Source: an optimization exercise on an open RTL-to-GDS flow (aim: small area, a short achievable clock period and few clock cycles). Production flows keep margins and buffers that such runs may drop.
RTL that was checked went through simulation tests only; none was proved equivalent to the original.
No activity file was given, so power comes from the tool's default toggle rates.

== the reference run ==
==> flow/design.v <==
module transpose_pingpong #(
  parameter  int VALUE_WIDTH     = 17,
  parameter  int N               = 8,
  localparam int AXIS_DATA_WIDTH = 8 * ((VALUE_WIDTH - 1) / 8 + 1)
) (
  input  logic                       i_clk,
  input  logic                       i_aresetn,
  input  logic                       i_axis_TVALID,
  output logic                       o_axis_TREADY,
  input  logic [AXIS_DATA_WIDTH-1:0] i_axis_TDATA,
  input  logic                       i_axis_TLAST,
  output logic                       o_axis_TVALID,
  input  logic                       i_axis_TREADY,
  output logic [AXIS_DATA_WIDTH-1:0] o_axis_TDATA,
  output logic                       o_axis_TLAST,
  output logic                       o_tlast_err
);
  localparam int VW    = VALUE_WIDTH;
  localparam int DEPTH = N * N;        
  localparam int AW    = $clog2(DEPTH);
  localparam int D1   = 7;
  localparam int D2   = 14;
  localparam int D3   = 28;
  localparam int TAIL = DEPTH - 3 - D1 - D2 - D3;    
  logic pad_unused;
  assign pad_unused = ^i_axis_TDATA;
  logic [AW-1:0] c1, c2;
  logic          fpar;        
  logic          fp1, fp2;    
  assign c2  = c1 + 1'b1;
  assign fp2 = fp1 ^ (&c1);
  logic          s1, s2, s3;  
  logic [AW-1:0] q1, q2, q3;
  assign q1 = c1 - AW'(1);
  assign q2 = c1 - AW'(D1 + 2);
  assign q3 = c1 - AW'(D1 + D2 + 3);
  always_ff @(posedge i_clk) begin
    s1 <= q1[3] & ~q1[0];
    s2 <= q2[4] & ~q2[1];
    s3 <= q3[5] & ~q3[2];
  end
  logic [VW-1:0] ring_in;
  logic [VW-1:0] p0, p1, p2;
  logic [VW-1:0] b1 [D1];
  logic [VW-1:0] b2 [D2];
  logic [VW-1:0] b3 [D3];
  logic [VW-1:0] tl [TAIL];
  logic [VW-1:0] y1, y2, y3;
  logic [VW-1:0] ring_out;    
  logic [VW-1:0] ring_next;   
  assign y1 = s1 ? p0 : b1[D1-1];
  assign y2 = s2 ? p1 : b2[D2-1];
  assign y3 = s3 ? p2 : b3[D3-1];
  assign ring_out  = tl[TAIL-1];
  assign ring_next = tl[TAIL-2];
  always_ff @(posedge i_clk) begin
    p0    <= ring_in;
    b1[0] <= s1 ? b1[D1-1] : p0;
    for (int i = 1; i < D1; i++) b1[i] <= b1[i-1];
    p1    <= y1;
    b2[0] <= s2 ? b2[D2-1] : p1;
    for (int i = 1; i < D2; i++) b2[i] <= b2[i-1];
    p2    <= y2;
    b3[0] <= s3 ? b3[D3-1] : p2;
    for (int i = 1; i < D3; i++) b3[i] <= b3[i-1];
    tl[0] <= y3;
    for (int i = 1; i < TAIL; i++) tl[i] <= tl[i-1];
  end
  logic [AW-1:0] wp;          
  logic          wpar;        
  logic          have_out;    
  logic [AW-1:0] rp;          
  logic          rpar;        
  logic          ready_q;
  logic          accept;
  logic          load;
  logic          w_last;
  logic          r_last;
  logic [VW-1:0] o_value;
  logic          bn_q;        
  logic          eq_next;     
  logic [AW-1:0] dd;          
  logic          sink_free;
  logic          a_last;
  logic          x_next;
  logic [3:0]    rdy_case;    
  logic          ready_n;
  logic          bn_n;
  logic ready_port;
  always_ff @(posedge i_clk) begin
    ready_port <= ready_n && i_aresetn;
  end
  assign o_axis_TREADY = ready_port;
  assign ring_in   = ready_q ? i_axis_TDATA[VW-1:0] : ring_out;
  assign accept    = i_axis_TVALID && ready_q;
  assign w_last    = &wp;
  assign r_last    = &rp;
  assign sink_free = !o_axis_TVALID || i_axis_TREADY;
  assign a_last    = accept && w_last;
  assign load = (bn_q || a_last) && sink_free;
  assign x_next = have_out && (c2 == rp) && (fp2 == rpar);
  assign bn_n   = load ? !r_last : (x_next && !a_last);
  always_comb begin
    logic gone;
    logic lt, lt1;
    gone = have_out && r_last;
    lt   = (dd != '0);        
    lt1  = (dd[AW-1:1] != '0);  
    rdy_case[0] = eq_next && (!have_out || lt) &&
                  ((wp == '0) ? (!have_out || (fp1 == rpar)) : (fp1 == wpar));
    rdy_case[1] = eq_next &&
                  ((wp == '0) ? (!have_out || gone || (fp1 == rpar)) : (fp1 == wpar));
    rdy_case[2] = !w_last && (!have_out || lt1);
    rdy_case[3] = w_last || !have_out || gone || lt;
  end
  logic [3:0] rdy_late;       
  always_comb begin
    logic fr0, fr1;           
    fr0 = !o_axis_TVALID;
    fr1 = 1'b1;
    rdy_late[0] = rdy_case[{1'b0, bn_q && fr0}];
    rdy_late[1] = rdy_case[{1'b0, bn_q && fr1}];
    rdy_late[2] = rdy_case[{ready_q, (bn_q || (ready_q && w_last)) && fr0}];
    rdy_late[3] = rdy_case[{ready_q, (bn_q || (ready_q && w_last)) && fr1}];
  end
  assign ready_n = rdy_late[{i_axis_TVALID, i_axis_TREADY}];
  logic [AW-1:0] dd_inc, dd_dec, dd_n;
  assign dd_inc = dd + 1'b1;
  assign dd_dec = dd - 1'b1;
  always_comb begin
    case ({accept, load})
      2'b01:   dd_n = dd_inc;
      2'b10:   dd_n = w_last ? '0 : dd_dec;
      2'b11:   dd_n = w_last ? AW'(1) : dd;
      default: dd_n = dd;
    endcase
  end
  always_ff @(posedge i_clk or negedge i_aresetn) begin
    if (!i_aresetn) begin
      c1          <= AW'(0);
      fpar        <= 1'b1;
      fp1         <= 1'b0;
      wp          <= '0;
      wpar        <= 1'b0;
      rp          <= '0;
      rpar        <= 1'b0;
      have_out    <= 1'b0;
      bn_q        <= 1'b0;
      eq_next     <= 1'b1;
      dd          <= '0;
      ready_q     <= 1'b0;
      o_tlast_err <= 1'b0;
    end else begin
      c1          <= c2;
      fpar        <= fp1;
      fp1         <= fp2;
      bn_q        <= bn_n;
      eq_next     <= !accept && (wp == c2);
      dd          <= dd_n;
      ready_q     <= ready_n;
      o_tlast_err <= accept && (i_axis_TLAST != w_last);
      if (accept) begin
        if (wp == '0) wpar <= fpar;
        wp <= wp + 1'b1;
      end
      if (a_last) begin
        have_out <= 1'b1;
        rpar     <= ~wpar;
        rp       <= AW'(load);
      end else if (load) begin
        rp <= rp + 1'b1;
        if (r_last) have_out <= 1'b0;
      end
    end
  end
  always_ff @(posedge i_clk) begin
    if (sink_free) begin
      o_value      <= ring_next;
      o_axis_TLAST <= r_last;
    end
  end
  logic o_sign_a, o_sign_b;
  always_ff @(posedge i_clk) begin
    o_sign_a <= sink_free ? ring_next[VW-1] : o_value[VW-1];
    o_sign_b <= sink_free ? ring_next[VW-1] : o_sign_a;
  end
  always_ff @(posedge i_clk or negedge i_aresetn) begin
    if (!i_aresetn) begin
      o_axis_TVALID <= 1'b0;
    end else if (sink_free) begin
      o_axis_TVALID <= load;
    end
  end
  assign o_axis_TDATA = {{(AXIS_DATA_WIDTH - VW - 3){o_sign_b}}, {4{o_sign_a}}, o_value[VW-2:0]};
endmodule
make LEC_CHECK=0 ABC_CLOCK_PERIOD_IN_PS=2000 CAP_MARGIN=20 CORE_MARGIN=2 CORE_UTILIZATION=60 CTS_BUF_LIST='sky130_fd_sc_hd__clkbuf_16 sky130_fd_sc_hd__clkbuf_8' CTS_CLUSTER_DIAMETER=70 CTS_CLUSTER_SIZE=34 PLACE_DENSITY=0.75 SETUP_SLACK_MARGIN=2.0 SLEW_MARGIN=20 finish   # period 4.0 ns
run.sh (not shown) runs the stock make flow with config.mk's settings and CLKGATE_MAP_FILE= SYNTH_SCRIPT=/design/flow/synth_recipe.tcl, a recipe that flattens the netlist after the stock synthesis.
Testbench counts of the reference run, summed over its fixed seeds: cycles 16,904.
The inputs of the trial run differ from those of the reference run as listed below.
--- a/flow/design.v
+++ b/flow/design.v
@@ -85,13 +85,9 @@
   logic          x_next;
   logic [3:0]    rdy_case;    
   logic          ready_n;
   logic          bn_n;
-  logic ready_port;
-  always_ff @(posedge i_clk) begin
-    ready_port <= ready_n && i_aresetn;
-  end
-  assign o_axis_TREADY = ready_port;
+  assign o_axis_TREADY = ready_q;
   assign ring_in   = ready_q ? i_axis_TDATA[VW-1:0] : ring_out;
   assign accept    = i_axis_TVALID && ready_q;
   assign w_last    = &wp;
   assign r_last    = &rp;
==> comparison <==
Re proportion of power drawn by combinational gates: the trial run is 1.1 points up on the reference run. Smallest setup slack after layout for the trial run is lower than for the reference run. [compare] base=the reference run new=the trial run: layout multi-input combinational cell count now larger, share of flip-flops with an asynchronous set or reset after synthesis comparable, area of all placed cells without fillers comparable. Termination of the worst setup path: o_axis_TREADY -> the trial run, o_axis_TDATA[19] -> the reference run.
Function not checked in the trial run: the RTL went through the layout flow alone.

========
Starts from the design.v that is shown in full above.
clock: 4.0 ns
lec_check: 0
abc_clock_period_in_ps: 2000
cap_margin: 20
core_margin: 2
core_utilization: 60
cts_buf_list: sky130_fd_sc_hd__clkbuf_16 sky130_fd_sc_hd__clkbuf_8
cts_cluster_diameter: 70
cts_cluster_size: 34
place_density: 0.75
setup_slack_margin: 2.0
slew_margin: 20
standard.sh (not shown) runs the stock make flow with config.mk's settings and CLKGATE_MAP_FILE= SYNTH_SCRIPT=/design/flow/synth_recipe.tcl, a recipe that flattens the netlist after the stock synthesis.
==> flow/flow/run.sh <==
#!/bin/bash
# The standard layout (standard.sh), with two changes to how it is made:
# the port buffers are plain buf_4 cells, and the resizer may change a cell's
# footprint while repairing (the platform otherwise restricts it to cells of
# the same footprint, which keeps slow delay cells on the ports).
set -euo pipefail
bash standard.sh MATCH_CELL_FOOTPRINT=0 "BUFFER_PORTS_ARGS=-buffer_cell sky130_fd_sc_hd__buf_4" finish > standard_flow.log 2>&1
Testbench counts at the start, summed over its fixed seeds: cycles 16,904.
Rerun with:
--- a/flow/design.v
+++ b/flow/design.v
@@ -173,16 +173,19 @@
       end
     end
   end
+  logic o_last;
   always_ff @(posedge i_clk) begin
     if (sink_free) begin
       o_value      <= ring_next;
-      o_axis_TLAST <= r_last;
+      o_last       <= r_last;
     end
   end
-  logic o_sign_a, o_sign_b;
+  logic [VW-1:0] o_data;
+  logic          o_sign_b;
   always_ff @(posedge i_clk) begin
-    o_sign_a <= sink_free ? ring_next[VW-1] : o_value[VW-1];
-    o_sign_b <= sink_free ? ring_next[VW-1] : o_sign_a;
+    o_data       <= sink_free ? ring_next : o_value;
+    o_axis_TLAST <= sink_free ? r_last : o_last;
+    o_sign_b <= sink_free ? ring_next[VW-1] : o_data[VW-1];
   end
   always_ff @(posedge i_clk or negedge i_aresetn) begin
     if (!i_aresetn) begin
@@ -191,5 +194,5 @@
       o_axis_TVALID <= load;
     end
   end
-  assign o_axis_TDATA = {{(AXIS_DATA_WIDTH - VW - 3){o_sign_b}}, {4{o_sign_a}}, o_value[VW-2:0]};
+  assign o_axis_TDATA = {{(AXIS_DATA_WIDTH - VW - 3){o_sign_b}}, {4{o_data[VW-1]}}, o_data[VW-2:0]};
 endmodule
After rerunning: The changed run finished with timing, DRC and antenna clean; final cell count rises by 0.66%; total power rises by 2.2%; clock-buffer cell count rises by 1; design area rises by 0.60%; setup slack is worse by 0.075 ns.
Only the layout flow was run in the second run of this note; the RTL was not checked for function there.

========
== run D ==
transpose_pingpong, a different RTL version from the one above (not shown whole).
For scale: ~1400 cells after synthesis, roughly 1100 flip-flops, roughly 26000 µm² of cells after synthesis.
==> module transpose_pingpong, before the edit <==
module transpose_pingpong #(
  parameter  int VALUE_WIDTH     = 17,
  parameter  int N               = 8,
  localparam int AXIS_DATA_WIDTH = 8 * ((VALUE_WIDTH - 1) / 8 + 1)
) (
  input  logic                       i_clk,
  input  logic                       i_aresetn,
  input  logic                       i_axis_TVALID,
  output logic                       o_axis_TREADY,
  input  logic [AXIS_DATA_WIDTH-1:0] i_axis_TDATA,
  input  logic                       i_axis_TLAST,
  output logic                       o_axis_TVALID,
  input  logic                       i_axis_TREADY,
  output logic [AXIS_DATA_WIDTH-1:0] o_axis_TDATA,
  output logic                       o_axis_TLAST,
  output logic                       o_tlast_err
);
  localparam int VW    = VALUE_WIDTH;
  localparam int DEPTH = N * N;        
  localparam int AW    = $clog2(DEPTH);
  localparam int D1   = 7;
  localparam int D2   = 14;
  localparam int D3   = 28;
  localparam int TAIL = DEPTH - 3 - D1 - D2 - D3;    
  logic pad_unused;
  assign pad_unused = ^i_axis_TDATA;
  logic [AW-1:0] c1, c2;
  logic          fpar;        
  logic          fp1, fp2;    
  logic          s1, s2, s3;  
  logic [AW-1:0] q1, q2, q3;
  assign q1 = c1 - AW'(1);
  assign q2 = c1 - AW'(D1 + 2);
  assign q3 = c1 - AW'(D1 + D2 + 3);
  logic [VW-1:0] ring_in;
  logic [VW-1:0] p0, p1, p2;
  logic [VW-1:0] b1 [D1];
  logic [VW-1:0] b2 [D2];
  logic [VW-1:0] b3 [D3];
  logic [VW-1:0] tl [TAIL];
  logic [VW-1:0] y1, y2, y3;
  logic [VW-1:0] ring_out;    
  logic [VW-1:0] ring_next;   
  assign y1 = s1 ? p0 : b1[D1-1];
  assign y2 = s2 ? p1 : b2[D2-1];
  assign y3 = s3 ? p2 : b3[D3-1];
  assign ring_out  = tl[TAIL-1];
  assign ring_next = tl[TAIL-2];
  always_ff @(posedge i_clk) begin
    p0    <= ring_in;
    b1[0] <= s1 ? b1[D1-1] : p0;
    for (int i = 1; i < D1; i++) b1[i] <= b1[i-1];
    p1    <= y1;
    b2[0] <= s2 ? b2[D2-1] : p1;
    for (int i = 1; i < D2; i++) b2[i] <= b2[i-1];
    p2    <= y2;
    b3[0] <= s3 ? b3[D3-1] : p2;
    for (int i = 1; i < D3; i++) b3[i] <= b3[i-1];
    tl[0] <= y3;
    for (int i = 1; i < TAIL; i++) tl[i] <= tl[i-1];
  end
  logic [AW-1:0] wp;          
  logic          wpar;        
  logic          have_out;    
  logic [AW-1:0] rp;          
  logic          rpar;        
  logic          ready_q;
  logic          nready_q;    
  logic          accept;
  logic          load;
  logic          w_last;
  logic          r_last;
  logic [VW-1:0] o_value;
  logic          bn_q;        
  logic          eq_next;     
  logic          sink_free;
  logic          a_last;
  logic          x_next;
  logic [3:0]    rdy_case;    
  logic          ready_n;
  logic          bn_n;
  assign ready_q       = !nready_q;
  assign o_axis_TREADY = ready_q;
  assign ring_in   = ready_q ? i_axis_TDATA[VW-1:0] : ring_out;
  assign accept    = i_axis_TVALID && ready_q;
  assign w_last    = &wp;
  assign r_last    = &rp;
  assign sink_free = !o_axis_TVALID || i_axis_TREADY;
  assign a_last    = accept && w_last;
  assign load = (bn_q || a_last) && sink_free;
  assign x_next = have_out && (c2 == rp) && (fp2 == rpar);
  assign bn_n   = load ? !r_last : (x_next && !a_last);
  assign eq_next = (wp == c1);
  always_comb begin
    logic gone;
    logic lt, le, lt1;
    gone = have_out && r_last;
    lt   = (wp < rp);         
    le   = (wp <= rp);        
    lt1  = (wp + 1'b1 < rp);  
    rdy_case[0] = eq_next && (!have_out || lt) &&
                  ((wp == '0) ? (!have_out || (fp1 == rpar)) : (fp1 == wpar));
    rdy_case[1] = eq_next && (!have_out || gone || le) &&
                  ((wp == '0) ? (!have_out || gone || (fp1 == rpar)) : (fp1 == wpar));
    rdy_case[2] = !w_last && (!have_out || lt1);
    rdy_case[3] = w_last || !have_out || gone || lt;
  end
  assign ready_n = rdy_case[{accept, load}];
  always_ff @(posedge i_clk or negedge i_aresetn) begin
    if (!i_aresetn) begin
      c1          <= AW'(1);
      c2          <= AW'(2);
      fpar        <= 1'b0;
      fp1         <= 1'b0;
      fp2         <= 1'b0;
      s1          <= 1'b0;
      s2          <= 1'b0;
      s3          <= 1'b0;
      wp          <= '0;
      wpar        <= 1'b0;
      rp          <= '0;
      rpar        <= 1'b0;
      have_out    <= 1'b0;
      bn_q        <= 1'b0;
      nready_q    <= 1'b0;
      o_tlast_err <= 1'b0;
    end else begin
      c1          <= c2;
      c2          <= c2 + 1'b1;
      fpar        <= fp1;
      fp1         <= fp2;
      fp2         <= fp2 ^ (&c2);
      s1          <= q1[3] & ~q1[0];
      s2          <= q2[4] & ~q2[1];
      s3          <= q3[5] & ~q3[2];
      bn_q        <= bn_n;
      nready_q    <= !ready_n;
      o_tlast_err <= accept && (i_axis_TLAST != w_last);
      if (accept) begin
        if (wp == '0) wpar <= fpar;
        wp <= wp + 1'b1;
      end
      if (a_last) begin
        have_out <= 1'b1;
        rpar     <= ~wpar;
        rp       <= AW'(load);
      end else if (load) begin
        rp <= rp + 1'b1;
        if (r_last) have_out <= 1'b0;
      end
    end
  end
  always_ff @(posedge i_clk) begin
    if (load) o_value <= ring_next;
  end
  always_ff @(posedge i_clk or negedge i_aresetn) begin
    if (!i_aresetn) begin
      o_axis_TVALID <= 1'b0;
      o_axis_TLAST  <= 1'b0;
    end else if (load) begin
      o_axis_TVALID <= 1'b1;
      o_axis_TLAST  <= r_last;
    end else if (i_axis_TREADY) begin
      o_axis_TVALID <= 1'b0;
      o_axis_TLAST  <= 1'b0;
    end
  end
  assign o_axis_TDATA = {{(AXIS_DATA_WIDTH - VW){o_value[VW-1]}}, o_value};
endmodule
clock: 4.0 ns
lec_check: 0
cap_margin: 20
core_margin: 2
core_utilization: 60
cts_buf_list: sky130_fd_sc_hd__clkbuf_16 sky130_fd_sc_hd__clkbuf_8
cts_cluster_diameter: 60
cts_cluster_size: 30
place_density: 0.75
setup_slack_margin: 2.0
slew_margin: 20
run.sh (not shown) runs the stock make flow with config.mk's settings and CLKGATE_MAP_FILE= SYNTH_SCRIPT=/design/flow/synth_recipe.tcl, a recipe that flattens the netlist after the stock synthesis.
Stock flow here: none of the scripts above is used.
Testbench counts of run D, summed over its fixed seeds: cycles 16,896.
diff inputs: run D => run G
--- a/flow/design.v
+++ b/flow/design.v
@@ -62,13 +62,12 @@
   logic [AW-1:0] wp;          
   logic          wpar;        
   logic          have_out;    
   logic [AW-1:0] rp;          
   logic          rpar;        
   logic          ready_q;
-  logic          nready_q;    
   logic          accept;
   logic          load;
   logic          w_last;
   logic          r_last;
   logic [VW-1:0] o_value;
   logic          bn_q;        
@@ -76,13 +75,12 @@
   logic          sink_free;
   logic          a_last;
   logic          x_next;
   logic [3:0]    rdy_case;    
   logic          ready_n;
   logic          bn_n;
-  assign ready_q       = !nready_q;
   assign o_axis_TREADY = ready_q;
   assign ring_in   = ready_q ? i_axis_TDATA[VW-1:0] : ring_out;
   assign accept    = i_axis_TVALID && ready_q;
   assign w_last    = &wp;
   assign r_last    = &rp;
   assign sink_free = !o_axis_TVALID || i_axis_TREADY;
@@ -119,25 +117,25 @@
       wp          <= '0;
       wpar        <= 1'b0;
       rp          <= '0;
       rpar        <= 1'b0;
       have_out    <= 1'b0;
       bn_q        <= 1'b0;
-      nready_q    <= 1'b0;
+      ready_q     <= 1'b1;
       o_tlast_err <= 1'b0;
     end else begin
       c1          <= c2;
       c2          <= c2 + 1'b1;
       fpar        <= fp1;
       fp1         <= fp2;
       fp2         <= fp2 ^ (&c2);
       s1          <= q1[3] & ~q1[0];
       s2          <= q2[4] & ~q2[1];
       s3          <= q3[5] & ~q3[2];
       bn_q        <= bn_n;
-      nready_q    <= !ready_n;
+      ready_q     <= ready_n;
       o_tlast_err <= accept && (i_axis_TLAST != w_last);
       if (accept) begin
         if (wp == '0) wpar <= fpar;
         wp <= wp + 1'b1;
       end
       if (a_last) begin
[summary]
Run G: largest driver fanout on the critical path lower than run D. Fraction of standard cell area that is sequential delta (run D -> run G): insignificant. Run G: number of clock buffers in the layout 2 below run D. Between run G and run D, the data-path buffer share of cell area in the final layout does not differ in any meaningful way. Number of cells on the critical path in run G vs run D: down 5.
The RTL of run G was laid out without a check of its function.

[separate check: timing with driven ports]
The results above use ideal ports. As a check the final layouts listed here were re-extracted and re-timed, cells and wires unchanged. Step 1, drivers: a clkbuf_16 drives i_clk and a buf_2 each remaining input, both assumed. Step 2 also shifts input and output timing later by t, the mid clock arrival at the registers, as if the neighbouring blocks saw the same clock. a / b / c = ideal ports / drivers / drivers and shift; a / b = the first two.
| run | t, ns | slack for setup (ns) | worst register clock-pin slew, ns | worst slew at a driven data input, ns |
|---|---|---|---|---|
| the reference run | 0.637 | 2.014 / 1.961 / 1.414 | 0.12 / 0.12 | 0.04 |
| the trial run | 0.649 | 1.896 / 1.840 / 1.448 | 0.12 / 0.12 | 0.04 |
| the first run of note 2 | 0.645 | 2.053 / 1.998 / 1.665 | 0.12 / 0.12 | 0.07 |
| the second run of note 2 | 0.643 | 1.977 / 1.924 / 1.659 | 0.12 / 0.12 | 0.04 |
| run D | 0.655 | 1.841 / 1.812 / 1.309 | 0.11 / 0.11 | 0.04 |
| run G | 0.645 | 1.835 / 1.779 / 1.457 | 0.11 / 0.11 | 0.06 |
After both steps every run listed still meets setup and hold. For the reference run, which loses most, drivers alone change the setup slack by -0.053 ns; drivers and shift together by -0.600 ns.
